Background: an optimization exercise with open tools, aiming at small area. Do not read the settings as production practice.
Only simulation tests tie the RTL to the original design; equivalence was not proved.
Power figures rest on the tool's default switching activity, not on a simulated workload.

`flow/run.sh`:
```
#!/bin/bash
# Own layout flow: the standard flow (standard.sh), with two changes to
# how the layout is made:
#  - ABC maps the logic for area alone (abc_area.script beside this file),
#    leaving timing to OpenROAD's repair after placement;
#  - the port buffers placed on every input and output are buf_1 cells.
# Every tool's output goes to the log files ORFS writes under orfs/logs, and
# standard.sh's own output to standard.log in the work folder.
set -euo pipefail
W=$(pwd)
rm -rf "$W/scripts"
cp -r "$FLOW_HOME/scripts" "$W/scripts"
cp "$W/flow/abc_area.script" "$W/scripts/abc_area.script"
export SCRIPTS_DIR="$W/scripts"
export BUFFER_PORTS_ARGS="-buffer_cell sky130_fd_sc_hd__buf_1"
export ADDER_MAP_FILE=
bash standard.sh > "$W/standard.log" 2>&1
```
`flow/abc_area.script`:
```
strash
dc2
dc2
dch -f
amap
topo
stime -c
```
`standard.sh`:
```
#!/bin/bash
# synth_recipe.tcl (not shown) runs the flow's synth.tcl, then flattens the netlist and writes it again
# the make line also repeats each setting of config.mk as NAME=value (left out here)
make -C /OpenROAD-flow-scripts/flow DESIGN_CONFIG=/design/flow/config.mk WORK_HOME=/design/flow/orfs CLKGATE_MAP_FILE= SYNTH_SCRIPT=/design/flow/synth_recipe.tcl "${@:-finish}"
```
`config.mk`:
```
export PLATFORM = sky130hd
export DESIGN_NAME = processor
export DESIGN_NICKNAME = processor
export VERILOG_FILES = /design/flow/design.v
export SDC_FILE = /design/flow/constraint.sdc
export NUM_CORES = 4
export LEC_CHECK = 0
export ABC_AREA = 1
export CAP_MARGIN = 20
export CORE_MARGIN = 2
export CORE_UTILIZATION = 40
export CTS_BUF_LIST = sky130_fd_sc_hd__clkbuf_8
export PLACE_DENSITY = 0.75
export SLEW_MARGIN = 20
```
`constraint.sdc`:
```
create_clock -name core_clock -period 7.0 [get_ports {clock_i}]
set_input_delay 1.4000 -clock core_clock [delete_from_list [all_inputs] [get_ports {clock_i}]]
set_output_delay 1.4000 -clock core_clock [all_outputs]
set_load 0.01 [all_outputs]
```
`design.v`:
```
`default_nettype none
package pipe_pkg;
    localparam int XLEN  = 32;   
    localparam int REG_W = 5;    
endpackage
`default_nettype wire
`timescale 1ns/1ns
`default_nettype none
import pipe_pkg::*;
module processor (
    input  wire logic             clock_i,
    input  wire logic             reset_i,
    output logic [XLEN-1:0]       imem_addr_o,
    input  wire logic [XLEN-1:0]  imem_data_i,
    output logic [XLEN-1:0]       dmem_addr_o,
    output logic [XLEN-1:0]       dmem_wdata_o,
    output logic                  dmem_wren_o,
    input  wire logic [XLEN-1:0]  dmem_rdata_i,
    output logic                  rf_write_en_o,
    output logic [REG_W-1:0]      rf_write_reg_o,
    output logic [XLEN-1:0]       rf_write_data_o,
    output logic [REG_W-1:0]      rf_read_reg_a_o,
    output logic [REG_W-1:0]      rf_read_reg_b_o,
    input  wire logic [XLEN-1:0]  rf_read_data_a_i,
    input  wire logic [XLEN-1:0]  rf_read_data_b_i
);
    localparam logic [1:0] S_E = 2'd0;
    localparam logic [1:0] S_W = 2'd1;
    localparam logic [1:0] S_P = 2'd2;
    localparam logic [1:0] S_M = 2'd3;
    logic [1:0]  st_q;
    logic [31:0] pc_q;
    logic [31:0] r_q;     
    logic [1:0]  cnt_q;   
    logic        cy_q;    
    logic        ne_q;    
    logic        tk_q;    
    logic        jmp_q;   
    logic [4:0] opc, fn, shamt, rd, rs, rt;
    logic       is_rtype, is_j, is_bne, is_blt, is_addi, is_sw, is_lw;
    logic       is_shift, right, use_imm, sub;
    assign opc   = imem_data_i[31:27];
    assign rd    = imem_data_i[26:22];
    assign rs    = imem_data_i[21:17];
    assign rt    = imem_data_i[16:12];
    assign shamt = imem_data_i[11:7];
    assign fn    = imem_data_i[6:2];
    assign is_rtype = (opc == 5'd0);
    assign is_j     = (opc == 5'd1);
    assign is_bne   = (opc == 5'd2);
    assign is_addi  = (opc == 5'd5);
    assign is_blt   = (opc == 5'd6);
    assign is_sw    = (opc == 5'd7);
    assign is_lw    = (opc == 5'd8);
    assign is_shift = is_rtype && (fn == 5'd4 || fn == 5'd5);
    assign right    = (fn == 5'd5);
    assign use_imm  = is_addi || is_sw || is_lw;
    assign sub      = (is_rtype && fn == 5'd1) || is_bne || is_blt;
    assign imem_addr_o     = pc_q;
    assign rf_read_reg_a_o = rs;
    assign rf_read_reg_b_o = is_shift ? rs : (is_rtype ? rt : rd);
    logic [1:0] dig;
    logic       first, fill;
    logic [3:0] hi_idx, lo_idx;
    logic [2:0] fsh;
    logic [7:0] d_hi, d_lo;
    assign dig   = ~cnt_q;   
    assign first = (cnt_q == 2'b11);
    assign fill  = is_shift && right && rf_read_data_a_i[31];
    always_comb begin
        if (!is_shift) begin
            hi_idx = {2'b00, dig};
            fsh    = 3'd0;
        end else if (right) begin
            hi_idx = {2'b00, dig} + {2'b00, shamt[4:3]} + 4'd1;
            fsh    = shamt[2:0];
        end else begin
            hi_idx = {2'b00, dig} - {2'b00, shamt[4:3]} + {3'd0, shamt[2:0] == 3'd0};
            fsh    = -shamt[2:0];
        end
        lo_idx = is_shift ? hi_idx - 4'd1 : {2'b00, dig};
    end
    always_comb begin
        if (hi_idx[3:2] != 2'b00) d_hi = {8{fill}};
        else                      d_hi = rf_read_data_a_i[{hi_idx[1:0], 3'b000} +: 8];
        if (lo_idx[3:2] != 2'b00) d_lo = {8{fill}};
        else                      d_lo = rf_read_data_b_i[{lo_idx[1:0], 3'b000} +: 8];
    end
    logic [15:0] pair;
    logic [7:0]  win;
    assign pair = {d_hi, d_lo} >> fsh;
    assign win  = pair[7:0];
    logic [7:0] b_imm, a_d, b_raw, b_d, sum_d;
    logic       cin, cout;
    always_comb begin
        case (dig)
            2'd0: b_imm = imem_data_i[7:0];
            2'd1: b_imm = imem_data_i[15:8];
            2'd2: b_imm = {{7{imem_data_i[16]}}, imem_data_i[16]};
            default: b_imm = {8{imem_data_i[16]}};
        endcase
    end
    always_comb begin
        if (st_q == S_P) begin
            a_d   = jmp_q ? 8'd0 : pc_q[7:0];
            b_raw = tk_q ? r_q[7:0] : 8'd0;
            b_d   = b_raw;
            cin   = first ? !jmp_q : cy_q;
        end else begin
            a_d   = d_hi;
            b_raw = use_imm ? b_imm : d_lo;
            b_d   = b_raw ^ {8{sub}};
            cin   = first ? sub : cy_q;
        end
    end
    assign {cout, sum_d} = {1'b0, a_d} + {1'b0, b_d} + {8'd0, cin};
    logic [7:0] alu_d;
    always_comb begin
        if (is_rtype && st_q == S_E) begin
            case (fn)
                5'd0, 5'd1: alu_d = sum_d;
                5'd2:       alu_d = a_d & b_d;
                5'd3:       alu_d = a_d | b_d;
                5'd4, 5'd5: alu_d = win;
                default:    alu_d = 8'd0;
            endcase
        end else begin
            alu_d = sum_d;
        end
    end
    logic dne, ne_all, lt_ab;
    assign dne    = |sum_d;
    assign ne_all = ne_q || dne;
    assign lt_ab  = (a_d[7] ^ b_raw[7]) ? a_d[7] : sum_d[7];   
    always_ff @(posedge clock_i) begin
        case (st_q)
            S_E: begin
                r_q   <= {alu_d, r_q[31:8]};
                cy_q  <= cout;
                ne_q  <= !first && ne_all || first && dne;
                tk_q  <= is_j || (is_bne && ne_all) || (is_blt && ne_all && !lt_ab);
                jmp_q <= is_j;
                cnt_q <= cnt_q - 2'd1;
                if (cnt_q == 2'd0) st_q <= is_lw ? S_M : S_W;
            end
            S_M: begin
                r_q   <= dmem_rdata_i;
                st_q  <= S_W;
            end
            S_W: begin
                r_q   <= is_j ? {5'd0, imem_data_i[26:0]} : {{15{imem_data_i[16]}}, imem_data_i[16:0]};
                cnt_q <= 2'd3;
                st_q  <= S_P;
            end
            default: begin   
                pc_q  <= {sum_d, pc_q[31:8]};
                r_q   <= {sum_d, r_q[31:8]};
                cy_q  <= cout;
                cnt_q <= cnt_q - 2'd1;
                if (cnt_q == 2'd0) st_q <= S_E;
            end
        endcase
        if (reset_i) begin
            st_q  <= S_P;
            cnt_q <= 2'd3;
            tk_q  <= 1'b0;
            jmp_q <= 1'b1;
        end
    end
    assign rf_write_reg_o  = rd;
    assign rf_write_data_o = r_q;
    assign rf_write_en_o   = (st_q == S_W) && rd != 5'd0 && (is_rtype || is_addi || is_lw);
    assign dmem_addr_o     = r_q;
    assign dmem_wdata_o    = rf_read_data_b_i;
    assign dmem_wren_o     = (st_q == S_W) && is_sw;
endmodule
`default_nettype wire
```
==> results.sh, run 1 <==
export IMPL_status="timing/DRC/antenna clean"
export IMPL_die_h_um=117
export IMPL_max_slew_margin_rel_pct=33.7
export IMPL_crit_top_cell="nand2_1"
export IMPL_pwr_density_cell_nw_per_um2=237
export IMPL_avgSynthCellArea_um2=7.93
export IMPL_core_um2=12600
export IMPL_worstSetupStartpointType="input pin"
export IMPL_cts_htree_levels=3
export IMPL_wl_um=19200
export IMPL_placedInstanceArea_um2=6100
export IMPL_final_common_cell="buf_1"
export IMPL_yosysSeqAreaShare_pct=34.8
export IMPL_min_period_ns=6.52
export IMPL_final_util_pct=51.3
export IMPL_p_leak_nw=2.18
export IMPL_cp_endpoint="tk_q"
export IMPL_final_hold_viol_count=0
export IMPL_cp_required_ns=7.25
export IMPL_reg2reg_slack_ns=0.88
export IMPL_clock_skew_final_ns=0.0110
export IMPL_grt_start_max_net_pins=51
export IMPL_r2r_cells=38
export IMPL_hold_path_class="flip-flop to flip-flop"
export IMPL_die_area_um2=13700
export IMPL_vias=5919
export IMPL_rows=41
export IMPL_cp_max_fo=14
export IMPL_ys_ff_latch=72
export IMPL_postRouteAntennaNets=0
export IMPL_r2r_start="cnt_q[1]"
export IMPL_boundaryPins=275
export IMPL_cts_buffer_depth=2
export IMPL_synth_edf_count=34
export IMPL_grt_ovfl_total=0
export IMPL_nets=1018
export IMPL_dp_cells=1048
export IMPL_final_cells=1066
export IMPL_synthCells=645
export IMPL_cts_sinks=72
export IMPL_drv_slew=0
export IMPL_tightest_slew_ns=0.984
export IMPL_fin_area_um2=6440
export IMPL_dpl_hpwl_um=15300
export IMPL_cts_tree="done"
export IMPL_clock_root_buffer="clkbuf_8"
export IMPL_clock_fmax_mhz=153
export IMPL_ctsHoldBuffers=0
export IMPL_drc=0
export IMPL_numCtsBuffers=9
export IMPL_path_clk_slew_ns=0.09
export IMPL_r2r_end="tk_q"
export IMPL_worst_setup_path_type="input pin to flip-flop"
export IMPL_grtUsageTotal_pct=27.0
export IMPL_critPathMaxStageDelay_ns=0.42
export IMPL_critical_path_endpoint_type="flip-flop"
export IMPL_grt_pass1_vias=5276
export IMPL_crit_path_start="imem_data_i[28]"
export IMPL_synthesis_nets=775
export IMPL_yosysWarnings=1
export IMPL_synthArstFlopShare_pct=0
export IMPL_drt_pass1_iterations=5
export IMPL_die_w_um=117
export IMPL_antenna_found_initial=0
export IMPL_layout_common_cells="buf_1, nor2_1, clkinv_1, o21ai_0, o22ai_1"
export IMPL_crit_path_top_delay_cell="or3_1"
export IMPL_worstPathArrival_ns=6.77
export IMPL_viasPerCell=5.55
export IMPL_drt_initial_drc_count=546
export IMPL_insertion_delay_ns=0.36
export IMPL_peakVddDrop_mv=0.158
export IMPL_ys_types=40
export IMPL_netlist_area_um2=5110
export IMPL_p_total_mw=1.53
export IMPL_setup_viol=0
export IMPL_finalSetupTns_ns=0
export IMPL_portBuffers=274
export IMPL_syn_to_final_growth_pct=26.0
export IMPL_drive_above_1_share_pct=8.06
export IMPL_start_util_pct=40.7
export IMPL_gp_congestion=0.946
export IMPL_drv_cap=0
export IMPL_wl_per_cell_um=18.0
export IMPL_finalCritPeriodShare_pct=93.1
export IMPL_grt_pass1_wl_um=28000
export IMPL_synth_main_ff_cell="dfxtp_1"
[metrics by stage]
stage	hold slack [ns]	setup WS [ns]
floorplan	0.436	0.0442
global placement	0.426	0.152
detailed placement	0.432	-0.0966
CTS	0.451	0.279
global route	0.462	-0.0452
finish	0.451	0.483
[cell type report]
type | count | area [um^2]
Tap cell | 172 | 215
Multi-Input combinational cell | 435 | 2670
Sequential cell | 72 | 1780
Clock inverter | 7 | 128
Antenna cell | 1 | 2.50
Clock buffer | 9 | 124
Timing Repair Buffer | 306 | 1280
Inverter | 64 | 249
Fill cell | 1275 | 6120
[per-layer routing]
layer / routed length [um] / part of all wire (%) / track usage (%) / vias up
met5: 0 / 0 / 0 / -
met4: 288 / 1.5 / 7.92 / 0
met3: 1570 / 8.2 / 4.12 / 20
met2: 9550 / 50 / 48.3 / 338
met1: 7800 / 41 / 33.6 / 2732
li1: - / - / - / 2829
[Yosys cell counts, types with 12 or more instances]
master,count,share of area (%)
nor3_1,17,1.7
edfxtp_1,34,20
nor2_1,108,7.9
nand2_1,38,2.8
o221a_1,17,3.7
o21ai_0,50,4.9
a222oi_1,14,2.7
a22oi_1,12,1.8
o22ai_1,45,5.5
or2_0,12,1.5
a21oi_1,27,2.6
buf_4,74,11
clkinv_1,64,4.7
dfxtp_1,38,15
[where the power goes]
group	total, mW	switching [mW]	leakage (nW)	internal (mW)
registers	0.627	0.0773	0.702	0.550
clock network	0.418	0.176	0.126	0.242
logic	0.484	0.305	1.35	0.179
total	1.53	0.559	2.18	0.971
[cells by family (layout without fill, tap and decap cells)]
logic type             Yosys count  count (layout)  share of synthesized area, %
AO/OA/AOI/OAI                  236             236                          32.8
buffers and inverters          138             386                          15.6
flip-flops                      72              72                          34.8
other                            0               1                             0
AND/OR/NAND/NOR                199             199                          16.9
[critical path: cells and delay by family]
kind,cells,cell delay (ns)
and+or+nand+nor,25,2.83
buffers and inverters,7,0.89
AOI/OAI and AO/OA,10,1.60
[how the worst min path moves through the flow]
stage	end	depth (start not counted)	slack, ns	startpoint
2_1_floorplan	jmp_q	1	0.44	jmp_q
3_3_place_gp	pc_q[1]	0	0.43	pc_q[9]
3_5_place_dp	pc_q[6]	0	0.43	pc_q[14]
4_1_cts	pc_q[19]	0	0.45	pc_q[27]
5_1_grt	pc_q[2]	0	0.46	pc_q[10]
6_report	pc_q[7]	0	0.45	pc_q[15]
[flip-flops by register name, indices dropped and copies added, names as in the netlist]
signal  cells
cnt_q       2
pc_q       32
r_q        32
cy_q        1
tk_q        1
st_q        2
jmp_q       1
ne_q        1
[repair_timing]
item	CTS	global route
buffers inserted	0	1
resized for setup	0	23
setup endpoints to repair	0	3
==> run 2: changes to the inputs <==
--- a/config.mk
+++ b/config.mk
@@ -11,4 +11,3 @@
 export CORE_UTILIZATION = 40
 export CTS_BUF_LIST = sky130_fd_sc_hd__clkbuf_8
-export PLACE_DENSITY = 0.75
 export SLEW_MARGIN = 20
==> results.sh, run 2 <==
export IMPL_vias=5977
export IMPL_status="timing/DRC/antenna clean"
export IMPL_wl_per_cell_um=18.4
export IMPL_final_hold_viol_count=0
export IMPL_ys_ff_latch=72
export IMPL_die_area_um2=13700
export IMPL_synth_edf_count=34
export IMPL_synthesis_nets=775
export IMPL_tightest_slew_ns=1.08
export IMPL_synthCells=645
export IMPL_rows=41
export IMPL_p_leak_nw=2.17
export IMPL_reg_largest_list="pc_q (32), r_q (32)"
export IMPL_insertion_delay_ns=0.37
export IMPL_crit_path_top_delay_cell="or3_4"
export IMPL_yosys_top_cells_area="edfxtp_1, dfxtp_1, buf_4, nor2_1, o22ai_1"
export IMPL_nets=1022
export IMPL_reg2reg_slack_ns=0.97
export IMPL_cp_endpoint="tk_q"
export IMPL_ys_types=40
export IMPL_clock_root_buffer="clkbuf_8"
export IMPL_gp_congestion=0.887
export IMPL_path_clk_slew_ns=0.09
export IMPL_grt_busiest_layer="met2"
export IMPL_boundaryPins=275
export IMPL_die_w_um=117
export IMPL_drt_pass1_iterations=6
export IMPL_min_period_ns=6.46
export IMPL_yosysWarnings=1
export IMPL_worst_setup_path_type="input pin to flip-flop"
export IMPL_setup_viol=0
export IMPL_synthArstFlopShare_pct=0
export IMPL_core_um2=12600
export IMPL_syn_to_final_growth_pct=25.7
export IMPL_wl_um=19700
export IMPL_peakVddDrop_mv=0.136
export IMPL_critical_path_endpoint_type="flip-flop"
export IMPL_die_h_um=117
export IMPL_cts_sinks=72
export IMPL_final_common_cell="buf_1"
export IMPL_worstPathArrival_ns=6.72
export IMPL_yosysSeqAreaShare_pct=34.8
export IMPL_r2r_end="tk_q"
export IMPL_netlist_area_um2=5110
export IMPL_dpl_hpwl_um=15700
export IMPL_clock_skew_final_ns=0.0128
export IMPL_worstSetupStartpointType="input pin"
export IMPL_dp_slack_ns=-0.00845
export IMPL_antenna_found_initial=0
export IMPL_critPathMaxStageDelay_ns=0.39
export IMPL_portBuffers=274
export IMPL_final_cells=1069
export IMPL_placedInstanceArea_um2=6100
export IMPL_cts_htree_levels=3
export IMPL_post_route_worst_setup_slack_ns=0.545
export IMPL_finalCritPeriodShare_pct=92.2
export IMPL_synth_top_area_share_pct=20.0
export IMPL_ys_top_cells_by_count="nor2_1, buf_4, clkinv_1, o21ai_0, o22ai_1"
export IMPL_drv_cap=0
export IMPL_synth_main_ff_cell="dfxtp_1"
export IMPL_cts_tree="done"
export IMPL_clock_fmax_mhz=155
export IMPL_synth_top_cell_by_area="edfxtp_1"
export IMPL_avgSynthCellArea_um2=7.93
export IMPL_viasPerCell=5.59
export IMPL_grt_ovfl_total=0
export IMPL_max_slew_margin_rel_pct=27.5
export IMPL_crit_path_start="imem_data_i[28]"
export IMPL_cp_max_fo=11
export IMPL_final_util_pct=51.2
export IMPL_gr_usage_met2_pct=50.4
export IMPL_p_total_mw=1.41
export IMPL_grt_start_max_net_pins=51
export IMPL_start_util_pct=40.7
export IMPL_fin_area_um2=6430
export IMPL_synth_most_common_cell="nor2_1"
export IMPL_grt_pass1_wl_um=28500
export IMPL_postRouteAntennaNets=0
export IMPL_drc=0
export IMPL_drive_above_1_share_pct=9.81
export IMPL_dp_cells=1048
export IMPL_crit_top_cell="nand2_1"
export IMPL_r2r_cells=37
export IMPL_grt_pass1_vias=5373
export IMPL_pwr_density_cell_nw_per_um2=220
export IMPL_grt_use_met1_pct=34.6
export IMPL_grtUsageMet3_pct=3.19
export IMPL_drt_initial_drc_count=489
export IMPL_antenna_cells=0
export IMPL_drv_slew=0
export IMPL_cp_required_ns=7.26
export IMPL_cts_buffer_depth=2
export IMPL_grtUsageTotal_pct=27.8
export IMPL_layout_common_cells="buf_1, nor2_1, clkinv_1, o21ai_0, o22ai_1"
export IMPL_fillCellCount=1333
export IMPL_r2r_start="cnt_q[1]"
export IMPL_numCtsBuffers=9
export IMPL_hold_path_class="flip-flop to flip-flop"
==> run 2: cell counts after synthesis <==
No cell type changed its count.
==> run 2: layer usage <==
metal,wire length [um],vias up
met5,0,-
li1,-,2860
met3,1300,27
met2,9980,296
met4,342,0
met1,8100,2794
==> run 2: timing repair <==
action                                  4_1_cts  5_1_grt
hold endpoints to repair                      0        0
endpoints found under the setup margin        0        3
gates resized for setup                       0       37
hold buffers                                  0        0
setup buffers                                 0        5
==> run 2: kinds of logic after synthesis <==
kind of cell	after synthesis	share of synthesized area (%)
buffers and inverters	138	15.6
AOI/OAI and AO/OA	236	32.8
DFF	72	34.8
and+or+nand+nor	199	16.9
==> run 2: through the flow <==
step / setup TNS, ns / hold slack, ns
6_report: 0 / 0.452
5_1_grt: -0.0467 / 0.464
4_1_cts: 0 / 0.453
3_5_place_dp: -0.00845 / 0.437
3_3_place_gp: 0 / 0.430
2_1_floorplan: 0 / 0.436
==> run 2: how the worst min path moves through the flow <==
stage	start	to	slack, ns	depth (start not counted)
2_1_floorplan	jmp_q	jmp_q	0.44	1
3_3_place_gp	pc_q[22]	pc_q[14]	0.43	0
3_5_place_dp	pc_q[21]	pc_q[13]	0.44	0
4_1_cts	pc_q[21]	pc_q[13]	0.45	0
5_1_grt	pc_q[21]	pc_q[13]	0.46	0
6_report	pc_q[21]	pc_q[13]	0.45	0
==> run 2: cell type report <==
class	count	area [um^2]	share of cell area [%]
Inverter	64	248	3.85
Tap cell	172	215	3.35
Clock inverter	7	46.3	0.720
Multi-Input combinational cell	435	2720	42.2
Clock buffer	9	124	1.93
Sequential cell	72	1780	27.7
Timing Repair Buffer	310	1300	20.2
==> run 2: worst max-delay path: cells and delay by family <==
family,cells,cell delay [ns]
AOI/OAI and AO/OA,9,1.49
buffers and inverters,7,0.97
and+or+nand+nor,23,2.82
==> run 2: power by group <==
part	total (mW)	switching [mW]	internal, mW
Combinational	0.493	0.310	0.183
Sequential	0.623	0.0738	0.550
Clock	0.299	0.170	0.128
==> run 3: changes to the inputs <==
--- a/config.mk
+++ b/config.mk
@@ -7,7 +7,7 @@
 export LEC_CHECK = 0
 export ABC_AREA = 1
-export CAP_MARGIN = 20
+export CAP_MARGIN = 0
 export CORE_MARGIN = 2
 export CORE_UTILIZATION = 40
 export CTS_BUF_LIST = sky130_fd_sc_hd__clkbuf_8
-export SLEW_MARGIN = 20
+export SLEW_MARGIN = 0
==> results.sh, run 3 <==
export IMPL_max_slew_margin_rel_pct=27.5
export IMPL_intPower_uw=861
export IMPL_drc=0
export IMPL_grt_start_max_net_pins=51
export IMPL_worstSetupStartpointType="input pin"
export IMPL_netlist_area_um2=5110
export IMPL_ys_top_cells_by_count="nor2_1, buf_4, clkinv_1, o21ai_0, o22ai_1"
export IMPL_die_h_um=117
export IMPL_crit_top_cell="nand2_1"
export IMPL_final_cells=1069
export IMPL_dp_cells=1048
export IMPL_postRouteAntennaNets=0
export IMPL_grtUsageTotal_pct=27.8
export IMPL_start_util_pct=40.7
export IMPL_wl_per_cell_um=18.4
export IMPL_placedInstanceArea_um2=6100
export IMPL_combPwrFrac_pct=34.8
export IMPL_grt_ovfl_total=0
export IMPL_critical_path_endpoint_type="flip-flop"
export IMPL_cts_htree_levels=3
export IMPL_wl_um=19700
export IMPL_drt_initial_drc_count=489
export IMPL_clock_fmax_mhz=155
export IMPL_synth_main_ff_cell="dfxtp_1"
export IMPL_cts_sinks=72
export IMPL_worst_setup_path_type="input pin to flip-flop"
export IMPL_cts_buffer_depth=2
export IMPL_peakVddDrop_mv=0.136
export IMPL_yosysSeqAreaShare_pct=34.8
export IMPL_dp_slack_ns=-0.00845
export IMPL_cp_max_fo=11
export IMPL_finalSetupTns_ns=0
export IMPL_vias=5977
export IMPL_cts_tree="done"
export IMPL_hold_path_class="flip-flop to flip-flop"
export IMPL_synth_compound_area_share_pct=32.8
export IMPL_drt_pass1_iterations=6
export IMPL_synthArstFlopShare_pct=0
export IMPL_synth_most_common_cell="nor2_1"
export IMPL_clock_skew_final_ns=0.0128
export IMPL_r2r_cells=37
export IMPL_swShare_pct=39.2
export IMPL_critPathMaxStageDelay_ns=0.39
export IMPL_crit_path_top_delay_cell="or3_4"
export IMPL_synth_top_cell_by_area="edfxtp_1"
export IMPL_crit_path_start="imem_data_i[28]"
export IMPL_yosysWarnings=1
export IMPL_pwr_share_seq_pct=44.1
export IMPL_grt_pass1_wl_um=28500
export IMPL_nets=1022
export IMPL_drv_cap=0
export IMPL_r2r_end="tk_q"
export IMPL_cp_required_ns=7.26
export IMPL_fin_area_um2=6430
export IMPL_gp_congestion=0.887
export IMPL_final_common_cell="buf_1"
export IMPL_drv_slew=0
export IMPL_reg_largest_list="pc_q (32), r_q (32)"
export IMPL_antenna_found_initial=0
export IMPL_r2r_start="cnt_q[1]"
export IMPL_path_clk_slew_ns=0.09
export IMPL_dpl_hpwl_um=15700
export IMPL_synthMuxAreaShare_pct=0
export IMPL_portBuffers=274
export IMPL_min_period_ns=6.46
export IMPL_synthesis_nets=775
export IMPL_synthCells=645
export IMPL_p_clk_share_pct=21.1
export IMPL_synth_fa_ha_area_share_pct=0
export IMPL_synth_top_area_share_pct=20.0
export IMPL_p_leak_nw=2.17
export IMPL_numCtsBuffers=9
export IMPL_clock_root_buffer="clkbuf_8"
export IMPL_die_w_um=117
export IMPL_viasPerCell=5.59
export IMPL_yosys_area_share_simple_pct=16.9
export IMPL_grt_pass1_vias=5373
export IMPL_setup_viol=0
export IMPL_core_um2=12600
export IMPL_synth_top_family_by_area="compound AO/OA/AOI/OAI gates"
export IMPL_drive_above_1_share_pct=9.81
export IMPL_ys_ff_latch=72
export IMPL_reg2reg_slack_ns=0.97
export IMPL_fillCellCount=1333
export IMPL_worstPathArrival_ns=6.72
export IMPL_boundaryPins=275
export IMPL_status="timing/DRC/antenna clean"
export IMPL_syn_to_final_growth_pct=25.7
export IMPL_tightest_slew_ns=1.08
export IMPL_rows=41
export IMPL_post_synth_xor_area_fraction_pct=0
export IMPL_finalCritPeriodShare_pct=92.2
export IMPL_pwr_density_cell_nw_per_um2=220
export IMPL_post_route_worst_setup_slack_ns=0.545
export IMPL_die_area_um2=13700
export IMPL_synth_edf_count=34
export IMPL_final_util_pct=51.2
export IMPL_insertion_delay_ns=0.37
export IMPL_switchingPower_uw=554
export IMPL_antenna_cells=0
export IMPL_layout_common_cells="buf_1, nor2_1, clkinv_1, o21ai_0, o22ai_1"
export IMPL_ys_types=40
export IMPL_avgSynthCellArea_um2=7.93
export IMPL_final_hold_viol_count=0
export IMPL_yosys_top_cells_area="edfxtp_1, dfxtp_1, buf_4, nor2_1, o22ai_1"
export IMPL_cp_endpoint="tk_q"
run 3: critical path: cells and delay by family:
family          cells  cell delay [ns]
simple gates       23             2.82
buf+inv             7             0.97
compound gates      9             1.49
run 3: cell families (layout without fill, tap and decap cells):
kind of cell | after synthesis | after routing
compound gates | 236 | 236
simple gates | 199 | 199
buf+inv | 138 | 390
flops | 72 | 72
run 3: power by group through the flow:
stage	Sequential, mW	Combinational, mW	Clock [mW]
finish	0.623	0.493	0.299
floorplan	0.658	0.291	0
global placement	0.628	0.480	0
global route	0.635	0.543	0.316
CTS	0.624	0.479	0.304
detailed placement	0.633	0.476	0
run 3: through the flow:
step | power [mW] | hold slack [ns]
CTS | 1.41 | 0.453
floorplan | 0.949 | 0.436
global route | 1.49 | 0.464
finish | 1.41 | 0.452
global placement | 1.11 | 0.430
detailed placement | 1.11 | 0.437
run 3: timing repair:
item,in CTS,in global routing
hold buffers,0,0
setup endpoints to repair,0,3
buffers inserted,0,5
resized for setup,0,37
run 3: worst min path at each step:
stage / startpoint / endpoint / slack (ns) / cells past startpoint
floorplan: jmp_q / jmp_q / 0.44 / 1
global placement: pc_q[22] / pc_q[14] / 0.43 / 0
detailed placement: pc_q[21] / pc_q[13] / 0.44 / 0
CTS: pc_q[21] / pc_q[13] / 0.45 / 0
global route: pc_q[21] / pc_q[13] / 0.46 / 0
finish: pc_q[21] / pc_q[13] / 0.45 / 0
run 3: area by class of cell:
| cell class | count | area (um^2) | area share [%] |
|---|---|---|---|
| Multi-Input combinational cell | 435 | 2720 | 42.2 |
| Sequential cell | 72 | 1780 | 27.7 |
| Timing Repair Buffer | 310 | 1300 | 20.2 |
| Inverter | 64 | 248 | 3.85 |
| Tap cell | 172 | 215 | 3.35 |
| Clock buffer | 9 | 124 | 1.93 |
| Clock inverter | 7 | 46.3 | 0.720 |
run 3: metal layers:
| layer | share of wire, % | up-vias | GRT usage (%) |
|---|---|---|---|
| met5 | 0 | - | 0 |
| met4 | 1.7 | 0 | 8.71 |
| met3 | 6.6 | 27 | 3.19 |
| met2 | 51 | 296 | 50.4 |
| met1 | 41 | 2794 | 34.6 |
| li1 | - | 2860 | - |
==> run 4: changes to the inputs <==
==> flow/abc_area.script (replaced) <==
strash
dc2
dc2
dch -f
amap
topo
stime -c
buffer -c
upsize -c
dnsize -c
stime -c
--- a/config.mk
+++ b/config.mk
@@ -7,7 +7,8 @@
 export LEC_CHECK = 0
 export ABC_AREA = 1
-export CAP_MARGIN = 0
+export ABC_CLOCK_PERIOD_IN_PS = 6000
+export CAP_MARGIN = 20
 export CORE_MARGIN = 2
 export CORE_UTILIZATION = 40
 export CTS_BUF_LIST = sky130_fd_sc_hd__clkbuf_8
-export SLEW_MARGIN = 0
+export SLEW_MARGIN = 20
==> results.sh, run 4 <==
export IMPL_r2r_cells=39
export IMPL_core_um2=13200
export IMPL_swShare_pct=36.9
export IMPL_viasPerCell=5.46
export IMPL_ys_ff_latch=72
export IMPL_avgSynthCellArea_um2=8.08
export IMPL_numCtsBuffers=9
export IMPL_min_period_ns=6.24
export IMPL_ys_top_cells_by_count="nor2_1, buf_4, inv_1, o22ai_1, o21ai_0"
export IMPL_path_buf_inv=6
export IMPL_status="timing/DRC/antenna clean"
export IMPL_tightest_slew_ns=0.960
export IMPL_synth_edf_count=34
export IMPL_yosysWarnings=1
export IMPL_yosys_area_share_simple_pct=17.6
export IMPL_synthArstFlopShare_pct=0
export IMPL_antenna_found_initial=0
export IMPL_cts_setup_buffers=0
export IMPL_synthMuxAreaShare_pct=0
export IMPL_grt_pass1_wl_um=27600
export IMPL_fin_area_um2=6380
export IMPL_p_clk_share_pct=24.8
export IMPL_synth_top_cell_by_area="edfxtp_1"
export IMPL_ctsHoldBuffers=0
export IMPL_insertion_delay_ns=0.36
export IMPL_synth_top_area_share_pct=18.8
export IMPL_synthCells=672
export IMPL_synth_fa_ha_area_share_pct=0
export IMPL_finalSetupTns_ns=0
export IMPL_final_hold_viol_count=0
export IMPL_layout_common_cells="buf_1, nor2_1, inv_1, o22ai_1, o21ai_0"
export IMPL_r2r_start="cnt_q[1]"
export IMPL_p_leak_nw=2.41
export IMPL_yosys_top_cells_area="edfxtp_1, dfxtp_1, buf_4, nor2_1, o22ai_1"
export IMPL_pwr_share_seq_pct=42.6
export IMPL_grt_ovfl_total=0
export IMPL_switchingPower_uw=541
export IMPL_synth_compound_area_share_pct=32.7
export IMPL_hold_start="pc_q[21]"
export IMPL_cp_max_fo=15
export IMPL_cts_buffer_depth=2
export IMPL_drive_above_1_share_pct=11.0
export IMPL_syn_to_final_growth_pct=17.5
export IMPL_setup_viol=0
export IMPL_min_to="pc_q[13]"
export IMPL_placedInstanceArea_um2=6170
export IMPL_nets=1006
export IMPL_die_h_um=121
export IMPL_hold_path_class="flip-flop to flip-flop"
export IMPL_combPwrFrac_pct=32.6
export IMPL_worst_setup_path_type="input pin to flip-flop"
export IMPL_grt_start_max_net_pins=51
export IMPL_wl_per_cell_um=17.5
export IMPL_cp_required_ns=7.25
export IMPL_clock_fmax_mhz=160
export IMPL_drt_initial_drc_count=474
export IMPL_dpl_hpwl_um=14600
export IMPL_worstPathArrival_ns=6.49
export IMPL_p_total_mw=1.47
export IMPL_drt_pass1_iterations=7
export IMPL_peakVddDrop_mv=0.135
export IMPL_synth_main_ff_cell="dfxtp_1"
export IMPL_final_common_cell="buf_1"
export IMPL_rsz0062_at_grt="no"
export IMPL_start_util_pct=41.0
export IMPL_antenna_cells=0
export IMPL_cts_repair_resized=0
export IMPL_synth_most_common_cell="nor2_1"
export IMPL_reg2reg_slack_ns=1.59
export IMPL_r2r_end="tk_q"
export IMPL_clock_skew_final_ns=0.00983
export IMPL_ys_types=68
export IMPL_crit_path_top_delay_cell="or3_4"
export IMPL_postRouteAntennaNets=0
export IMPL_max_slew_margin_rel_pct=35.9
export IMPL_boundaryPins=275
export IMPL_worstSetupStartpointType="input pin"
export IMPL_worstHoldPathCells=0
export IMPL_synth_top_family_by_area="compound AO/OA/AOI/OAI gates"
export IMPL_cts_tree="done"
export IMPL_pwr_density_cell_nw_per_um2=230
export IMPL_crit_family="simple AND/OR/NAND/NOR gates"
export IMPL_vias=5769
export IMPL_cts_htree_levels=3
export IMPL_wl_um=18500
export IMPL_gp_congestion=0.890
export IMPL_reg_largest_list="pc_q (32), r_q (32)"
export IMPL_drc=0
export IMPL_intPower_uw=925
export IMPL_synthesis_nets=802
export IMPL_drv_cap=0
export IMPL_portBuffers=274
export IMPL_die_area_um2=14500
export IMPL_drv_slew=0
export IMPL_yosysSeqAreaShare_pct=32.8
export IMPL_post_synth_xor_area_fraction_pct=0
export IMPL_rows=42
export IMPL_grt_pass1_vias=5208
export IMPL_netlist_area_um2=5430
export IMPL_grtUsageTotal_pct=24.5
export IMPL_crit_top_cell="nand2_1"
export IMPL_path_clk_slew_ns=0.08
export IMPL_critical_path_endpoint_type="flip-flop"
export IMPL_final_util_pct=48.2
export IMPL_finalCritPeriodShare_pct=89.1
export IMPL_clock_root_buffer="clkbuf_8"
export IMPL_die_w_um=121
export IMPL_critPathMaxStageDelay_ns=0.41
export IMPL_cts_sinks=72
## run 4: per-stage QoR
step | hold WS [ns] | cells | setup slack [ns]
3_3_place_gp | 0.428 | 1041 | 0.526
6_report | 0.447 | 1056 | 0.763
4_1_cts | 0.449 | 1056 | 0.807
5_1_grt | 0.457 | 1056 | 0.157
3_5_place_dp | 0.429 | 1041 | 0.428
2_1_floorplan | 0.436 | 672 | 1.16
## run 4: how the worst max path moves through the flow
stage	startpoint	end	slack [ns]	depth (start not counted)
after floorplan	imem_data_i[29]	tk_q	1.16	41
after global placement	imem_data_i[28]	tk_q	0.53	39
after global routing	imem_data_i[28]	tk_q	0.16	42
final	imem_data_i[28]	tk_q	0.76	42
after detailed placement	imem_data_i[28]	tk_q	0.43	44
after CTS	imem_data_i[28]	tk_q	0.81	44
## run 4: metal layers
metal | vias to the layer above | track usage, % | share of wire (%)
met5 | - | 0 | 0
met1 | 2663 | 32.0 | 43
met2 | 274 | 42.8 | 49
li1 | 2817 | - | -
met3 | 15 | 3.16 | 7.2
met4 | 0 | 5.89 | 1.1
## run 4: final cells by class
class | count | area, um^2
well taps | 176 | 220
fillers | 1403 | 6860
clock inverters | 6 | 85.1
clock buffers | 9 | 124
inverters | 64 | 246
repair buffers | 294 | 1180
flip-flops and latches | 72 | 1780
multi-input cells | 435 | 2750
## run 4: power groups by stage
stage | Sequential (mW) | Combinational, mW | Clock [mW]
after floorplan | 0.655 | 0.307 | 0
final | 0.625 | 0.478 | 0.363
after CTS | 0.628 | 0.479 | 0.369
after global routing | 0.637 | 0.523 | 0.380
after global placement | 0.636 | 0.478 | 0
after detailed placement | 0.637 | 0.476 | 0
## run 4: cells by family (layout without fill, tap and decap cells)
kind of cell	count (synthesis)	count (layout)
AOI/OAI and AO/OA	236	236
and+or+nand+nor	199	199
buffers and inverters	165	373
DFF	72	72
==> run 5: changes to the inputs <==
--- a/config.mk
+++ b/config.mk
@@ -7,5 +7,5 @@
 export LEC_CHECK = 0
 export ABC_AREA = 1
-export ABC_CLOCK_PERIOD_IN_PS = 6000
+export ABC_CLOCK_PERIOD_IN_PS = 5000
 export CAP_MARGIN = 20
 export CORE_MARGIN = 2
==> results.sh, run 5 <==
export IMPL_peakVddDrop_mv=0.135
export IMPL_antenna_found_initial=0
export IMPL_drive_above_1_share_pct=11.0
export IMPL_r2r_cells=39
export IMPL_synth_compound_area_share_pct=32.7
export IMPL_synth_main_ff_cell="dfxtp_1"
export IMPL_portBuffers=274
export IMPL_path_clk_slew_ns=0.08
export IMPL_synth_fa_ha_area_share_pct=0
export IMPL_yosysSeqAreaShare_pct=32.8
export IMPL_viasPerCell=5.46
export IMPL_cts_tree="done"
export IMPL_nets=1006
export IMPL_layout_common_cells="buf_1, nor2_1, inv_1, o22ai_1, o21ai_0"
export IMPL_synthesis_nets=802
export IMPL_worstPathArrival_ns=6.49
export IMPL_reg2reg_slack_ns=1.59
export IMPL_grt_busiest_layer="met2"
export IMPL_max_slew_margin_rel_pct=35.9
export IMPL_finalCritPeriodShare_pct=89.1
export IMPL_cts_buffer_depth=2
export IMPL_post_synth_xor_area_fraction_pct=0
export IMPL_drv_slew=0
export IMPL_gr_usage_met2_pct=42.8
export IMPL_final_util_pct=48.2
export IMPL_cts_setup_buffers=0
export IMPL_seqCellArea_um2=1780
export IMPL_synth_top_cell_by_area="edfxtp_1"
export IMPL_critical_path_endpoint_type="flip-flop"
export IMPL_cts_htree_levels=3
export IMPL_crit_top_cell="nand2_1"
export IMPL_antenna_cells=0
export IMPL_cts_repair_resized=0
export IMPL_synth_most_common_cell="nor2_1"
export IMPL_synth_top_area_share_pct=18.8
export IMPL_finalSetupTns_ns=0
export IMPL_gp_congestion=0.890
export IMPL_worstHoldPathCells=0
export IMPL_wl_per_cell_um=17.5
export IMPL_ys_top_cells_by_count="nor2_1, buf_4, inv_1, o22ai_1, o21ai_0"
export IMPL_grt_pass1_wl_um=27600
export IMPL_yosys_area_share_simple_pct=17.6
export IMPL_yosys_top_cells_area="edfxtp_1, dfxtp_1, buf_4, nor2_1, o22ai_1"
export IMPL_drv_cap=0
export IMPL_setup_viol=0
export IMPL_yosysWarnings=1
export IMPL_pwr_density_cell_nw_per_um2=230
export IMPL_syn_to_final_growth_pct=17.5
export IMPL_netlist_area_um2=5430
export IMPL_min_period_ns=6.24
export IMPL_grtUsageMet3_pct=3.16
export IMPL_numCtsBuffers=9
export IMPL_grt_use_met1_pct=32.0
export IMPL_wl_um=18500
export IMPL_vias=5769
export IMPL_worstSetupStartpointType="input pin"
export IMPL_avgSynthCellArea_um2=8.08
export IMPL_hold_start="pc_q[21]"
export IMPL_ys_types=68
export IMPL_final_common_cell="buf_1"
export IMPL_rsz0062_at_grt="no"
export IMPL_worst_setup_path_type="input pin to flip-flop"
export IMPL_drc=0
export IMPL_synth_top_family_by_area="compound AO/OA/AOI/OAI gates"
export IMPL_ys_ff_latch=72
export IMPL_status="timing/DRC/antenna clean"
export IMPL_multi_input_area_um2=2750
export IMPL_grt_pass1_vias=5208
export IMPL_synthArstFlopShare_pct=0
export IMPL_grt_ovfl_total=0
export IMPL_clock_skew_final_ns=0.00983
export IMPL_drt_initial_drc_count=474
export IMPL_ctsHoldBuffers=0
export IMPL_cts_sinks=72
export IMPL_hold_path_class="flip-flop to flip-flop"
export IMPL_die_w_um=121
export IMPL_grt_start_max_net_pins=51
export IMPL_cp_required_ns=7.25
export IMPL_fillCellCount=1403
export IMPL_grtUsageTotal_pct=24.5
export IMPL_reg_largest_list="pc_q (32), r_q (32)"
export IMPL_synthMuxAreaShare_pct=0
export IMPL_tightest_slew_ns=0.960
export IMPL_dpl_hpwl_um=14600
export IMPL_r2r_end="tk_q"
export IMPL_cp_max_fo=15
export IMPL_core_um2=13200
export IMPL_die_h_um=121
export IMPL_insertion_delay_ns=0.36
export IMPL_die_area_um2=14500
export IMPL_critPathMaxStageDelay_ns=0.41
export IMPL_final_hold_viol_count=0
export IMPL_synthCells=672
export IMPL_synth_edf_count=34
export IMPL_boundaryPins=275
export IMPL_min_to="pc_q[13]"
export IMPL_r2r_start="cnt_q[1]"
export IMPL_rows=42
export IMPL_clock_fmax_mhz=160
export IMPL_start_util_pct=41.0
export IMPL_crit_path_top_delay_cell="or3_4"
export IMPL_drt_pass1_iterations=7
export IMPL_postRouteAntennaNets=0
export IMPL_p_leak_nw=2.41
export IMPL_clock_root_buffer="clkbuf_8"
-- run 5: per-layer routing --
layer / vias up / routed length [um]
li1: 2817 / -
met4: 0 / 210
met3: 15 / 1330
met5: - / 0
met2: 274 / 9000
met1: 2663 / 7970
-- run 5: worst max-delay path by stage --
stage | endpoint | slack, ns | startpoint
floorplan | tk_q | 1.16 | imem_data_i[29]
global placement | tk_q | 0.53 | imem_data_i[28]
detailed placement | tk_q | 0.43 | imem_data_i[28]
CTS | tk_q | 0.81 | imem_data_i[28]
global route | tk_q | 0.16 | imem_data_i[28]
finish | tk_q | 0.76 | imem_data_i[28]
-- run 5: power by group --
part	internal [mW]	total (mW)	leakage, nW	switching (mW)
combinational	0.178	0.478	1.60	0.300
clock	0.198	0.363	0.107	0.165
sequential	0.550	0.625	0.702	0.0754
total	0.925	1.47	2.41	0.541
-- run 5: layout make-up --
cell class	count	area share (%)
multi-input combinational	435	43.0
clock buffer	9	1.94
sequential	72	27.9
timing repair buffer	294	18.5
clock inverter	6	1.33
inverter	64	3.86
tap	176	3.45
-- run 5: cell families after synthesis --
logic type | after synthesis
AOI/OAI and AO/OA | 236
buffers and inverters | 165
DFF | 72
and+or+nand+nor | 199
-- run 5: through the flow --
step / cells / hold slack [ns] / power, mW / setup slack [ns] / area [um^2]
after CTS: 1056 / 0.449 / 1.48 / 0.807 / 6380
final: 1056 / 0.447 / 1.47 / 0.763 / 6380
after global routing: 1056 / 0.457 / 1.54 / 0.157 / 6380
after floorplan: 672 / 0.436 / 0.962 / 1.16 / 5430
after global placement: 1041 / 0.428 / 1.11 / 0.526 / 6170
after detailed placement: 1041 / 0.429 / 1.11 / 0.428 / 6170
-- run 5: worst max-delay path: cells and delay by family --
family | cells | cell delay, ns
AND/OR/NAND/NOR | 25 | 2.92
buffers and inverters | 6 | 0.62
AO/OA/AOI/OAI | 11 | 1.55
==> run 6: changes to the inputs <==
==> flow/abc_area.script (replaced) <==
strash
dc2
dc2
dch -f
amap
topo
stime -c
upsize -c
dnsize -c
stime -c
==> results.sh, run 6 <==
export IMPL_status="timing/DRC/antenna clean"
export IMPL_start_util_pct=40.5
export IMPL_gp_congestion=0.875
export IMPL_grtUsageTotal_pct=25.8
export IMPL_wl_um=19000
export IMPL_postRouteAntennaNets=0
export IMPL_portBuffers=274
export IMPL_layout_common_cells="buf_1, nor2_1, clkinv_1, o21ai_0, o22ai_1"
export IMPL_insertion_delay_ns=0.37
export IMPL_cts_repair_resized=0
export IMPL_crit_path_top_delay_cell="or3_4"
export IMPL_worstPathArrival_ns=6.57
export IMPL_wl_per_cell_um=17.9
export IMPL_path_clk_slew_ns=0.08
export IMPL_vias=5747
export IMPL_synth_top_cell_by_area="edfxtp_1"
export IMPL_die_area_um2=14200
export IMPL_cp_max_fo=12
export IMPL_grt_pass1_wl_um=28400
export IMPL_rows=42
export IMPL_finalSetupTns_ns=0
export IMPL_ys_ff_latch=72
export IMPL_cts_sinks=72
export IMPL_synthCells=645
export IMPL_drt_initial_drc_count=405
export IMPL_viasPerCell=5.44
export IMPL_finalCritPeriodShare_pct=90.4
export IMPL_synth_main_ff_cell="dfxtp_1"
export IMPL_cts_tree="done"
export IMPL_clock_fmax_mhz=158
export IMPL_antenna_found_initial=0
export IMPL_synth_edf_count=34
export IMPL_yosys_top_cells_area="edfxtp_1, dfxtp_1, buf_4, nor2_1, o22ai_1"
export IMPL_grt_pass1_vias=5175
export IMPL_reg_largest_list="pc_q (32), r_q (32)"
export IMPL_drv_slew=0
export IMPL_critical_path_endpoint_type="flip-flop"
export IMPL_antenna_cells=0
export IMPL_avgSynthCellArea_um2=8.25
export IMPL_hold_path_class="flip-flop to flip-flop"
export IMPL_max_slew_margin_rel_pct=42.4
export IMPL_min_period_ns=6.33
export IMPL_p_leak_nw=2.18
export IMPL_netlist_area_um2=5320
export IMPL_peakVddDrop_mv=0.149
export IMPL_drive_above_1_share_pct=9.89
export IMPL_clock_skew_final_ns=0.0139
export IMPL_worstSetupStartpointType="input pin"
export IMPL_grt_start_max_net_pins=51
export IMPL_clock_root_buffer="clkbuf_8"
export IMPL_dpl_hpwl_um=15100
export IMPL_synth_top_area_share_pct=19.2
export IMPL_tightest_slew_ns=0.854
export IMPL_synth_most_common_cell="nor2_1"
export IMPL_ys_types=64
export IMPL_core_um2=13100
export IMPL_rsz0062_at_grt="no"
export IMPL_setup_viol=0
export IMPL_critPathMaxStageDelay_ns=0.41
export IMPL_grt_ovfl_total=0
export IMPL_boundaryPins=275
export IMPL_synthesis_nets=775
export IMPL_drt_pass1_iterations=5
export IMPL_final_hold_viol_count=0
export IMPL_syn_to_final_growth_pct=20.0
export IMPL_dp_slack_ns=0.304
export IMPL_cts_setup_buffers=0
export IMPL_ctsHoldBuffers=0
export IMPL_yosysWarnings=1
export IMPL_p_total_mw=1.48
export IMPL_ys_top_cells_by_count="nor2_1, buf_4, clkinv_1, o21ai_0, o22ai_1"
export IMPL_post_route_worst_setup_slack_ns=0.671
export IMPL_nets=1005
export IMPL_drv_cap=0
export IMPL_drc=0
export IMPL_die_h_um=119
export IMPL_worst_setup_path_type="input pin to flip-flop"
export IMPL_yosysSeqAreaShare_pct=33.5
export IMPL_synthArstFlopShare_pct=0
export IMPL_cp_required_ns=7.24
export IMPL_pwr_density_cell_nw_per_um2=231
export IMPL_cts_buffer_depth=2
export IMPL_numCtsBuffers=9
export IMPL_crit_top_cell="nand2_2"
export IMPL_cts_htree_levels=3
export IMPL_final_common_cell="buf_1"
export IMPL_die_w_um=119
## run 6: changes by cell type in the layout (fill, tap and decap cells not counted), moves of 4 or more
cell,previous run,this run
o21ai_0,40,46
or2_0,0,9
clkinv_1,3,52
or2_2,8,1
inv_1,55,2
o221a_2,14,1
nand2_2,5,9
o21ai_1,8,1
nand2_1,33,29
o221a_1,3,16
## run 6: cell type report
class / instances / area, um^2
clock inverter: 7 / 93.8
clock buffer: 9 / 124
fill: 1392 / 6750
sequential: 72 / 1780
multi-input combinational: 435 / 2750
tap: 176 / 220
inverter: 64 / 248
timing repair buffer: 293 / 1170
## run 6: cell families (layout without fill, tap and decap cells)
kind of cell           Yosys count  count (layout)  share of synthesized area [%]
AND/OR/NAND/NOR                199             199                           18.2
AO/OA/AOI/OAI                  236             236                           33.3
flip-flops                      72              72                           33.5
buffers and inverters          138             373                           15.1
## run 6: per-layer routing
| metal | vias to the layer above | wire length [um] | part of all wire (%) | global-route usage, % |
|---|---|---|---|---|
| li1 | 2816 | - | - | - |
| met1 | 2620 | 7980 | 42 | 33.6 |
| met2 | 295 | 9210 | 49 | 44.5 |
| met3 | 16 | 1470 | 7.8 | 4.02 |
| met4 | 0 | 284 | 1.5 | 6.54 |
| met5 | - | 0 | 0 | 0 |
## run 6: worst paths after layout
kind	startpoint	endpoint	slack, ns	depth (start not counted)
hold / removal	pc_q[14]	pc_q[6]	0.44	0
hold reg to reg	pc_q[14]	pc_q[6]	0.44	0
setup reg to reg	cnt_q[1]	tk_q	1.46	36
setup / recovery	imem_data_i[29]	tk_q	0.67	39
## run 6: report_power, final
part	leakage (nW)	switching [mW]	total, mW	internal (mW)
registers	0.702	0.0745	0.624	0.550
logic	1.37	0.308	0.482	0.175
clock network	0.102	0.170	0.370	0.200
total	2.18	0.552	1.48	0.925
## run 6: worst max-delay path: cells and delay by family
kind                   cells  cell delay, ns
AOI/OAI and AO/OA         10            1.58
buffers and inverters      5            0.44
and+or+nand+nor           24            3.16
## run 6: per-stage QoR
step                cell area [um^2]  std cells  hold slack [ns]  utilization, %
global route                    6390       1056            0.460            48.6
finish                          6390       1056            0.444            48.6
floorplan                       5320        645            0.436               -
global placement                6170       1040            0.426            47.0
detailed placement              6170       1040            0.430            47.0
CTS                             6390       1056            0.450            48.6
==> run 7: changes to the inputs <==
==> flow/abc_area.script (replaced) <==
strash
dc2
dc2
dch -f
amap
strash
dc2
dch -f
amap
strash
dch -f
amap
topo
stime -c
upsize -c
dnsize -c
stime -c
==> results.sh, run 7 <==
export IMPL_wl_per_cell_um=18.4
export IMPL_synth_edf_count=34
export IMPL_peakVddDrop_mv=0.136
export IMPL_clock_root_buffer="clkbuf_8"
export IMPL_layout_common_cells="buf_1, nor2_1, o21ai_0, clkinv_1, a21oi_1"
export IMPL_r2r_start="cnt_q[0]"
export IMPL_combPwrFrac_pct=32.8
export IMPL_dpl_hpwl_um=15500
export IMPL_grt_pass1_wl_um=28900
export IMPL_cp_required_ns=7.30
export IMPL_cts_repair_resized=0
export IMPL_worstHoldPathCells=0
export IMPL_worst_setup_path_type="input pin to flip-flop"
export IMPL_drt_pass1_iterations=7
export IMPL_core_um2=13100
export IMPL_ys_ff_latch=72
export IMPL_intPower_uw=922
export IMPL_grt_ovfl_total=0
export IMPL_ys_top_cells_by_count="buf_4, nor2_1, o21ai_0, clkinv_1, a21oi_1"
export IMPL_max_slew_margin_rel_pct=38.5
export IMPL_grtUsageTotal_pct=26.3
export IMPL_drv_slew=0
export IMPL_cts_sinks=72
export IMPL_boundaryPins=275
export IMPL_die_area_um2=14200
export IMPL_finalCritPeriodShare_pct=92.3
export IMPL_swShare_pct=37.1
export IMPL_rsz0062_at_grt="no"
export IMPL_critPathMaxStageDelay_ns=0.50
export IMPL_reg2reg_slack_ns=1.33
export IMPL_worstSetupStartpointType="input pin"
export IMPL_met2_length_um=9580
export IMPL_routed_wl_met3_um=1510
export IMPL_grt_pass1_vias=5471
export IMPL_nets=1001
export IMPL_min_period_ns=6.46
export IMPL_drc=0
export IMPL_cts_tree="done"
export IMPL_crit_top_cell="nand2_2"
export IMPL_vias=5848
export IMPL_pwr_share_seq_pct=42.1
export IMPL_worstPathArrival_ns=6.75
export IMPL_synthesis_nets=775
export IMPL_r2r_end="tk_q"
export IMPL_p_total_mw=1.46
export IMPL_numCtsBuffers=9
export IMPL_grt_start_max_net_pins=51
export IMPL_yosys_top_cells_area="edfxtp_1, dfxtp_1, buf_4, o21ai_0, nor2_1"
export IMPL_antenna_cells=0
export IMPL_hold_path_class="flip-flop to flip-flop"
export IMPL_hold_start="pc_q[21]"
export IMPL_die_w_um=119
export IMPL_yosysWarnings=1
export IMPL_synth_main_ff_cell="dfxtp_1"
export IMPL_cp_max_fo=17
export IMPL_p_clk_share_pct=25.1
export IMPL_drive_above_1_share_pct=9.47
export IMPL_gp_congestion=0.923
export IMPL_path_depth=41
export IMPL_viasPerCell=5.56
export IMPL_switchingPower_uw=543
export IMPL_path_clk_slew_ns=0.08
export IMPL_finalSetupTns_ns=0
export IMPL_portBuffers=274
export IMPL_yosysSeqAreaShare_pct=33.6
export IMPL_cts_setup_buffers=0
export IMPL_synthArstFlopShare_pct=0
export IMPL_fillCellCount=1397
export IMPL_final_hold_viol_count=0
export IMPL_r2r_cells=37
export IMPL_synth_most_common_cell="buf_4"
export IMPL_antenna_found_initial=0
export IMPL_status="timing/DRC/antenna clean"
export IMPL_cts_htree_levels=3
export IMPL_die_h_um=119
export IMPL_min_to="pc_q[13]"
export IMPL_rows=42
export IMPL_path_buf_inv=5
export IMPL_pwr_density_cell_nw_per_um2=231
export IMPL_synth_top_area_share_pct=19.3
export IMPL_avgSynthCellArea_um2=8.22
export IMPL_clock_fmax_mhz=155
export IMPL_tightest_slew_ns=0.913
export IMPL_synth_top_cell_by_area="edfxtp_1"
export IMPL_insertion_delay_ns=0.36
export IMPL_drv_cap=0
export IMPL_top_layer="met4"
export IMPL_cts_buffer_depth=2
export IMPL_netlist_area_um2=5300
export IMPL_start_util_pct=40.5
export IMPL_critical_path_endpoint_type="flip-flop"
export IMPL_crit_path_top_delay_cell="or4b_1"
export IMPL_met1_length_um=7830
export IMPL_wl_um=19300
export IMPL_p_leak_nw=2.22
export IMPL_final_common_cell="buf_1"
export IMPL_dp_slack_ns=0.178
export IMPL_drt_initial_drc_count=357
export IMPL_post_route_worst_setup_slack_ns=0.542
export IMPL_ys_types=59
export IMPL_reg_largest_list="pc_q (32), r_q (32)"
export IMPL_syn_to_final_growth_pct=19.5
export IMPL_hold_ws_ns=0.446
export IMPL_ctsHoldBuffers=0
export IMPL_clock_skew_final_ns=0.0125
export IMPL_crit_family="simple AND/OR/NAND/NOR gates"
export IMPL_postRouteAntennaNets=0
export IMPL_setup_viol=0
export IMPL_synthCells=645
-- run 7: cell types whose count changed after synthesis, moves of 10 or more --
cell and change:
a22o_1 +21, o221a_1 -16, nor2_1 -30, a21oi_1 +19, nand2_1 +10
-- run 7: cell families (layout without fill, tap and decap cells) --
| family | count (synthesis) | in the layout | share of synthesized area [%] |
|---|---|---|---|
| AO/OA/AOI/OAI | 260 | 260 | 34.5 |
| AND/OR/NAND/NOR | 173 | 173 | 16.4 |
| buffers and inverters | 140 | 371 | 15.5 |
| flip-flops | 72 | 72 | 33.6 |
-- run 7: stage by stage --
stage          utilization, %  cell area, um^2  std cells
4_1_cts                  48.4             6330       1052
3_3_place_gp             46.7             6110       1036
3_5_place_dp             46.7             6110       1036
2_1_floorplan               -             5300        645
6_report                 48.4             6330       1052
5_1_grt                  48.4             6330       1052
-- run 7: layout make-up --
cell class                 instances  area (um^2)  share of cell area [%]
multi-input combinational        433         2710                    42.7
sequential                        72         1780                    28.1
timing repair buffer             289         1140                    18.0
inverter                          66          265                    4.19
tap                              176          220                    3.48
clock buffer                       9          124                    1.96
clock inverter                     7         93.8                    1.48
-- run 7: power groups by stage --
stage          sequential (mW)  combinational [mW]  clock (mW)
3_3_place_gp             0.625               0.480           0
6_report                 0.617               0.480       0.368
4_1_cts                  0.619               0.480       0.372
2_1_floorplan            0.650               0.298           0
3_5_place_dp             0.628               0.477           0
5_1_grt                  0.628               0.522       0.390
-- run 7: how the worst max path moves through the flow --
stage                          startpoint  slack (ns)    to
after floorplan                   st_q[1]        0.42  tk_q
after global placement    imem_data_i[29]        0.30  tk_q
after detailed placement  imem_data_i[29]        0.18  tk_q
after CTS                 imem_data_i[29]        0.55  tk_q
after global routing       imem_data_i[6]        0.11  tk_q
final                      imem_data_i[6]        0.54  tk_q
-- run 7: per-layer routing --
metal,vias to the layer above,track usage (%)
met5,-,0
met4,0,9.23
met3,25,4.41
met2,291,46.7
met1,2731,32.0
li1,2801,-
==> run 8: changes to the inputs <==
==> flow/abc_area.script (replaced) <==
strash
dc2
dc2
dch -f
amap
strash
dc2
dch -f
amap
topo
stime -c
upsize -c
dnsize -c
stime -c
==> results.sh, run 8 <==
export IMPL_start_util_pct=41.4
export IMPL_switchingPower_uw=552
export IMPL_drt_pass1_iterations=7
export IMPL_p_leak_nw=2.20
export IMPL_pwr_share_seq_pct=42.2
export IMPL_finalCritPeriodShare_pct=90.8
export IMPL_finalSetupTns_ns=0
export IMPL_boundaryPins=275
export IMPL_synthCells=663
export IMPL_insertion_delay_ns=0.36
export IMPL_core_um2=12800
export IMPL_synth_edf_count=34
export IMPL_antenna_cells=0
export IMPL_dpl_hpwl_um=15800
export IMPL_cts_sinks=72
export IMPL_tightest_slew_ns=0.931
export IMPL_postRouteAntennaNets=0
export IMPL_p_clk_share_pct=25.2
export IMPL_gp_congestion=0.921
export IMPL_synth_top_area_share_pct=19.3
export IMPL_hold_path_class="flip-flop to flip-flop"
export IMPL_cts_buffer_depth=2
export IMPL_reg2reg_slack_ns=1.36
export IMPL_clock_skew_final_ns=0.0116
export IMPL_grtUsageTotal_pct=26.7
export IMPL_final_cells=1066
export IMPL_drt_initial_drc_count=408
export IMPL_worstHoldPathCells=0
export IMPL_worstPathArrival_ns=6.59
export IMPL_rsz0062_at_grt="no"
export IMPL_synthesis_nets=793
export IMPL_synth_fa_ha_area_share_pct=0
export IMPL_setup_viol=0
export IMPL_swShare_pct=37.6
export IMPL_intPower_uw=918
export IMPL_ys_types=59
export IMPL_cts_tree="done"
export IMPL_fin_area_um2=6310
export IMPL_yosys_area_share_simple_pct=17.9
export IMPL_syn_to_final_growth_pct=19.5
export IMPL_grt_start_max_net_pins=53
export IMPL_final_hold_viol_count=0
export IMPL_path_buf_inv=8
export IMPL_status="timing/DRC/antenna clean"
export IMPL_vias=5947
export IMPL_placedInstanceArea_um2=6070
export IMPL_synthMuxAreaShare_pct=0
export IMPL_cp_required_ns=7.23
export IMPL_synth_main_ff_cell="dfxtp_1"
export IMPL_die_w_um=119
export IMPL_numCtsBuffers=9
export IMPL_cts_htree_levels=3
export IMPL_yosysWarnings=1
export IMPL_netlist_area_um2=5280
export IMPL_final_common_cell="buf_1"
export IMPL_grt_ovfl_total=0
export IMPL_fillCellCount=1346
export IMPL_r2r_start="cnt_q[1]"
export IMPL_yosysSeqAreaShare_pct=33.7
export IMPL_synth_compound_area_share_pct=32.7
export IMPL_r2r_end="tk_q"
export IMPL_antenna_found_initial=0
export IMPL_synthArstFlopShare_pct=0
export IMPL_ctsHoldBuffers=0
export IMPL_synth_most_common_cell="nor2_1"
export IMPL_clock_fmax_mhz=157
export IMPL_path_clk_slew_ns=0.08
export IMPL_min_to="pc_q[4]"
export IMPL_min_period_ns=6.35
export IMPL_clock_root_buffer="clkbuf_8"
export IMPL_synth_top_cell_by_area="edfxtp_1"
export IMPL_die_area_um2=14100
export IMPL_drv_slew=0
export IMPL_drc=0
export IMPL_combPwrFrac_pct=32.6
export IMPL_drv_cap=0
export IMPL_wl_per_cell_um=18.3
export IMPL_post_synth_xor_area_fraction_pct=0
export IMPL_worst_setup_path_type="input pin to flip-flop"
export IMPL_nets=1019
export IMPL_yosys_top_cells_area="edfxtp_1, dfxtp_1, buf_4, nor2_1, o21ai_0"
export IMPL_ys_ff_latch=72
export IMPL_crit_top_cell="nor2_1"
export IMPL_ys_top_cells_by_count="nor2_1, buf_4, o21ai_0, nand2_1, clkinv_1"
export IMPL_peakVddDrop_mv=0.120
export IMPL_grt_pass1_wl_um=29500
export IMPL_p_total_mw=1.47
export IMPL_portBuffers=274
export IMPL_reg_largest_list="pc_q (32), r_q (32)"
export IMPL_wl_um=19500
export IMPL_viasPerCell=5.58
export IMPL_cp_max_fo=17
export IMPL_layout_common_cells="buf_1, nor2_1, o21ai_0, nand2_1, clkinv_1"
export IMPL_dp_cells=1047
export IMPL_avgSynthCellArea_um2=7.97
export IMPL_rows=41
export IMPL_pwr_density_cell_nw_per_um2=233
export IMPL_critical_path_endpoint_type="flip-flop"
export IMPL_synth_top_family_by_area="compound AO/OA/AOI/OAI gates"
export IMPL_max_slew_margin_rel_pct=37.7
export IMPL_critPathMaxStageDelay_ns=0.41
export IMPL_crit_family="simple AND/OR/NAND/NOR gates"
export IMPL_worstSetupStartpointType="input pin"
export IMPL_hold_start="pc_q[12]"
export IMPL_crit_path_top_delay_cell="or3_4"
export IMPL_r2r_cells=37
export IMPL_drive_above_1_share_pct=8.61
export IMPL_grt_pass1_vias=5560
export IMPL_final_util_pct=49.4
export IMPL_die_h_um=119
-- run 8: cell count changes in the layout (fill, tap and decap cells not counted), moves of 6 or more --
cell,previous run,this run
a21oi_1,41,28
a221oi_1,3,14
a22o_1,21,0
a22oi_1,20,14
a31oi_1,5,13
nand2_1,39,53
nor2_1,68,88
o21ai_1,3,9
-- run 8: power groups by stage --
stage / Clock, mW / Sequential [mW] / Combinational [mW]
after floorplan: 0 / 0.652 / 0.297
after global placement: 0 / 0.628 / 0.477
after detailed placement: 0 / 0.630 / 0.475
after CTS: 0.374 / 0.622 / 0.478
after global routing: 0.392 / 0.631 / 0.524
final: 0.371 / 0.620 / 0.480
-- run 8: metrics by stage --
step,hold WS (ns),setup slack (ns)
after floorplan,0.436,0.673
after global placement,0.426,0.308
final,0.448,0.646
after CTS,0.450,0.613
after detailed placement,0.430,0.265
after global routing,0.469,0.115
-- run 8: how the worst max path moves through the flow --
stage,start,endpoint,slack [ns],cells after the start
after floorplan,st_q[1],tk_q,0.67,30
after global placement,imem_data_i[28],tk_q,0.31,33
after detailed placement,imem_data_i[11],tk_q,0.27,38
after CTS,imem_data_i[11],tk_q,0.61,38
after global routing,imem_data_i[11],tk_q,0.11,40
final,imem_data_i[28],tk_q,0.65,37
-- run 8: per-layer routing --
| metal | track usage (%) | vias to the layer above | part of all wire (%) |
|---|---|---|---|
| met2 | 46.8 | 349 | 48 |
| met3 | 4.93 | 33 | 8.4 |
| met5 | 0 | - | 0 |
| met4 | 10.0 | 0 | 3.1 |
| met1 | 32.4 | 2722 | 40 |
| li1 | - | 2843 | - |
-- run 8: kinds of logic (layout without fill, tap and decap cells) --
| logic type | Yosys count | after routing |
|---|---|---|
| AO/OA/AOI/OAI | 247 | 247 |
| buffers and inverters | 141 | 372 |
| AND/OR/NAND/NOR | 203 | 203 |
| flip-flops | 72 | 72 |
-- run 8: repair_timing --
action | in CTS | in global routing
setup endpoints to repair | 0 | 2
resized for setup | 0 | 1
buffers inserted | 0 | 3
-- run 8: area by class of cell --
| cell class | instances | area (um^2) | area share [%] |
|---|---|---|---|
| Inverter | 67 | 269 | 4.26 |
| Multi-Input combinational cell | 450 | 2690 | 42.6 |
| Sequential cell | 72 | 1780 | 28.2 |
| Timing Repair Buffer | 289 | 1140 | 18.1 |
| Tap cell | 172 | 215 | 3.41 |
| Clock buffer | 9 | 124 | 1.96 |
| Clock inverter | 7 | 93.8 | 1.49 |

what the ideal ports hide:
The results above use ideal ports. As a check the final layouts listed here were re-extracted and re-timed, cells and wires unchanged. Step 1 sets driving cells, clkbuf_16 on the clock port and buf_2 on the other inputs (assumed; they add their load-dependent delay and slew). Step 2 also shifts input and output timing later by t, the mid clock arrival at the registers, as if the neighbouring blocks saw the same clock. a / b / c = no drivers / after step 1 / after step 2; a / b = the first two.
run | shift t [ns] | setup WS [ns] | latest minus earliest clock arrival (ns) | worst data-port slew with drivers (ns) | pins driven straight from the clock port
run 1 | 0.387 | 0.483 / 0.495 / 0.109 | 0.011 / 0.011 | 0.08 | 1
run 2 | 0.400 | 0.545 / 0.557 / 0.156 | 0.013 / 0.013 | 0.06 | 1
run 3 | 0.400 | 0.545 / 0.557 / 0.156 | 0.013 / 0.013 | 0.06 | 1
run 4 | 0.387 | 0.763 / 0.756 / 0.369 | 0.009 / 0.010 | 0.04 | 1
run 5 | 0.387 | 0.763 / 0.756 / 0.369 | 0.009 / 0.010 | 0.04 | 1
run 6 | 0.391 | 0.671 / 0.683 / 0.292 | 0.014 / 0.014 | 0.06 | 1
run 7 | 0.391 | 0.542 / 0.552 / 0.161 | 0.013 / 0.013 | 0.07 | 1
run 8 | 0.384 | 0.646 / 0.632 / 0.248 | 0.012 / 0.011 | 0.06 | 1
After both steps every run listed still meets setup and hold. The setup slack of run 8, which loses most, moves by -0.014 ns with the drivers and by -0.398 ns with both steps.
